Background: an optimization exercise with open tools, aiming at small area, a short achievable clock period and few clock cycles per item. Do not read the settings as production practice.
Function was checked by simulation only, so behaviour that the tests miss may differ from the original.

## try-tundra
Design iteration_palette_gradient_top, start of the top module:
module iteration_palette_gradient_top (
   input  logic             clock,
   input  logic             reset,
   input  logic             req_valid,
   output logic             req_ready,
   input  logic [15:0]      req_iteration_count,
   output logic             rsp_valid,
   input  logic             rsp_ready,
   output logic [7:0]       rsp_red,
   output logic [7:0]       rsp_green,
   output logic [7:0]       rsp_blue,
   input  logic             csr_wr_en,
   input  logic [15:0]      csr_wr_data
);
For scale: about 5200 cells after synthesis, about 790 flip-flops, ~63 I/O pins.
export LEC_CHECK = 0
export CAP_MARGIN = 20
export CORE_MARGIN = 2
export CORE_UTILIZATION = 40
export CTS_CLUSTER_DIAMETER = 90
export CTS_CLUSTER_SIZE = 22
export SETUP_SLACK_MARGIN = 5
export SLEW_MARGIN = 20
create_clock -name core_clock -period 9.5 [get_ports {clock}]
standard.sh (not shown) runs the stock make flow with config.mk's settings and CLKGATE_MAP_FILE= SYNTH_SCRIPT=/design/flow/synth_recipe.tcl, a recipe that flattens the netlist after the stock synthesis.
==> flow/flow/run.sh <==
#!/bin/bash
set -euo pipefail
MARGIN=$(cat flow/margin.txt)
bash standard.sh synth > synth.log 2>&1
bash standard.sh SETUP_SLACK_MARGIN=$MARGIN finish > layout.log 2>&1
==> flow/flow/margin.txt <==
6.45
try-tundra completed end to end with timing, DRC and antenna clean.
Testbench counts of try-tundra, summed over its fixed seeds: cycles 4,928, items 4,800.
Inputs modified between try-tundra and try-xenon:
Settings: CTS_CLUSTER_DIAMETER: 90 -> unset; CTS_CLUSTER_SIZE: 22 -> unset.
==> flow/flow/margin.txt <==
6.2
## What came out
- Both conditions hold for try-xenon: the flow ran to the end and the final layout passed the timing, design-rule and antenna checks.
- Termination of the worst setup path = rsp_red[1]: try-tundra; termination of the worst setup path = rsp_red[5]: try-xenon
- From try-tundra to try-xenon the numbers moved as follows: met2 layer wire length in the routed design shows a reduction of about 3%, die area level.
- Total setup buffers inserted after CTS (try-xenon vs. try-tundra) decreases by more than half
- Looking only at worst hold slack, and setting everything else aside, the lower value of try-tundra and try-xenon goes to try-xenon.
- [compare] base=try-tundra new=try-xenon: number of nets in the finished design went down by 1.5%; first-pass GRT wire length dropped 1.6%.
- Summary: with try-tundra as the reference, post-cts sizing count in try-xenon moved down by more than half.
Inputs modified between try-xenon and try-lagoon:
Settings: putting CTS_CLUSTER_DIAMETER at 80 where nothing was set; putting CTS_CLUSTER_SIZE at 26 where nothing was set.
==> flow/flow/margin.txt <==
6.35
Results
- Global-route usage: try-lagoon vs try-xenon, no meaningful difference
- Per the comparison of try-lagoon with try-xenon, number of clock buffers in the layout shows a reduction of 47, mean number of vias per cell moved up.
Modified inputs, try-garnet compared to try-lagoon
Settings: an added PLACE_DENSITY of 0.65; a deleted CTS_CLUSTER_DIAMETER that had been 80; a deleted CTS_CLUSTER_SIZE that had been 26; a change of CORE_UTILIZATION from 40 to 58.
### Flow results
- try-garnet ended with every stage complete and zero timing, DRC or antenna violations.
- Going from try-lagoon to try-garnet, detail-routed via count per cell went up about 9%, full die area went down 31%, routing usage on met3 went up 1.3 points.

v32:
iteration_palette_gradient_top, a different RTL version from the one above (not shown whole).
Size: ~890 flip-flops.
// iteration_palette_gradient_top
module iteration_palette_gradient_top (
   input  logic             clock,
   input  logic             reset,
   input  logic             req_valid,
   output logic             req_ready,
   input  logic [15:0]      req_iteration_count,
   output logic             rsp_valid,
   input  logic             rsp_ready,
   output logic [7:0]       rsp_red,
   output logic [7:0]       rsp_green,
   output logic [7:0]       rsp_blue,
   input  logic             csr_wr_en,
   input  logic [15:0]      csr_wr_data
);
   function automatic logic [59:0] pal_booth3x(input logic [4:0] s);
      logic [59:0] c;
      case (s)
         5'd0: c = 60'h800448002281029;
         5'd1: c = 60'h801218104980022;
         5'd2: c = 60'h8120a8004480022;
         5'd3: c = 60'h8120a8012181049;
         5'd4: c = 60'h8120a8012180044;
         5'd5: c = 60'h801218012180121;
         5'd6: c = 60'h800448012180121;
         5'd7: c = 60'h810498012180121;
         5'd8: c = 60'h800228004480121;
         5'd9: c = 60'h800118104980044;
         5'd10: c = 60'hc50998002280044;
         5'd11: c = 60'hd1c4ac40c180121;
         5'd12: c = 60'hd1c4ad0a0280022;
         5'd13: c = 60'hd4aa0d4a9180011;
         5'd14: c = 60'hd0a02d4a9100000;
         5'd15: c = 60'hc40c1d0a02c5099;
         5'd16: c = 60'hc5099d1a29c50aa;
         5'd17: c = 60'h00000c40c1d1a29;
         5'd18: c = 60'h80011c50aad4aa0;
         5'd19: c = 60'hc4091c40a0d1c4a;
         5'd20: c = 60'hc40a1c40a1d1c4a;
         5'd21: c = 60'hc50aac40a1d4aa0;
         5'd22: c = 60'hd1a29c40a0d0a02;
         default: c = 60'h0;
      endcase
      pal_booth3x = c;
   endfunction
   function automatic logic [53:0] pal_booth3(input logic [4:0] s);
      logic [53:0] c;
      case (s)
         5'd0: c = 54'h00044000881029;
         5'd1: c = 54'h00121041240022;
         5'd2: c = 54'h0120a001100022;
         5'd3: c = 54'h0120a004841049;
         5'd4: c = 54'h0120a004840044;
         5'd5: c = 54'h00121004840121;
         5'd6: c = 54'h00044004840121;
         5'd7: c = 54'h01049004840121;
         5'd8: c = 54'h00022001100121;
         5'd9: c = 54'h00011041240044;
         5'd10: c = 54'h05099000880044;
         5'd11: c = 54'h11c4a103040121;
  ...
clock: 9.5 ns
lec_check: 0
cap_margin: 20
core_margin: 2
core_utilization: 40
setup_slack_margin: 5
slew_margin: 20
==> flow/flow/margin.txt <==
6.5
Scripts as last shown in full above: flow/flow/run.sh
v32 went all the way through synthesis, placement and routing and the layout is clean on timing, DRC and antenna.
Testbench counts of v32, summed over its fixed seeds: cycles 4,928, items 4,800.
--- input diff v32..v8 ---
==> flow/flow/margin.txt <==
6.0
Findings:
In the reports for v8 and v32, the larger routed wire length belongs to v32. Taking v32 as the reference, in v8 non-clock buffer share of cell area moved down; first-pass GRT wire length moved down.

afterwards: timing with drivers on the ports:
How much do the figures lean on ideal ports? The routed layouts below were timed once more, with nothing changed but the port constraints. Step 1 assumes that a clkbuf_16 drives the clock port and a buf_2 every other input. Step 2 adds t to the input delays and takes it off the output delays; t is the mean of the earliest and latest rising clock arrival at the registers after step 1. Input paths then give back, and output paths get back, about the clock's delay inside the block. Slacks: no drivers / after step 1 / after step 2; pairs: no drivers / after step 1.
run | shift t [ns] | setup slack, ns | cell pins on the clock port's net
try-tundra | 0.750 | 6.284 / 6.198 / 6.011 | 1
try-xenon | 0.787 | 6.276 / 6.186 / 5.739 | 1
try-lagoon | 0.752 | 6.330 / 6.254 / 6.007 | 1
try-garnet | 0.752 | 6.393 / 6.319 / 5.776 | 1
v32 | 0.783 | 6.374 / 6.295 / 5.983 | 1
v8 | 0.771 | 6.164 / 6.121 / 5.806 | 1
After both steps setup and hold are still met in every run listed. The setup slack of try-garnet, which loses most, moves by -0.074 ns with the drivers and by -0.617 ns with both steps.
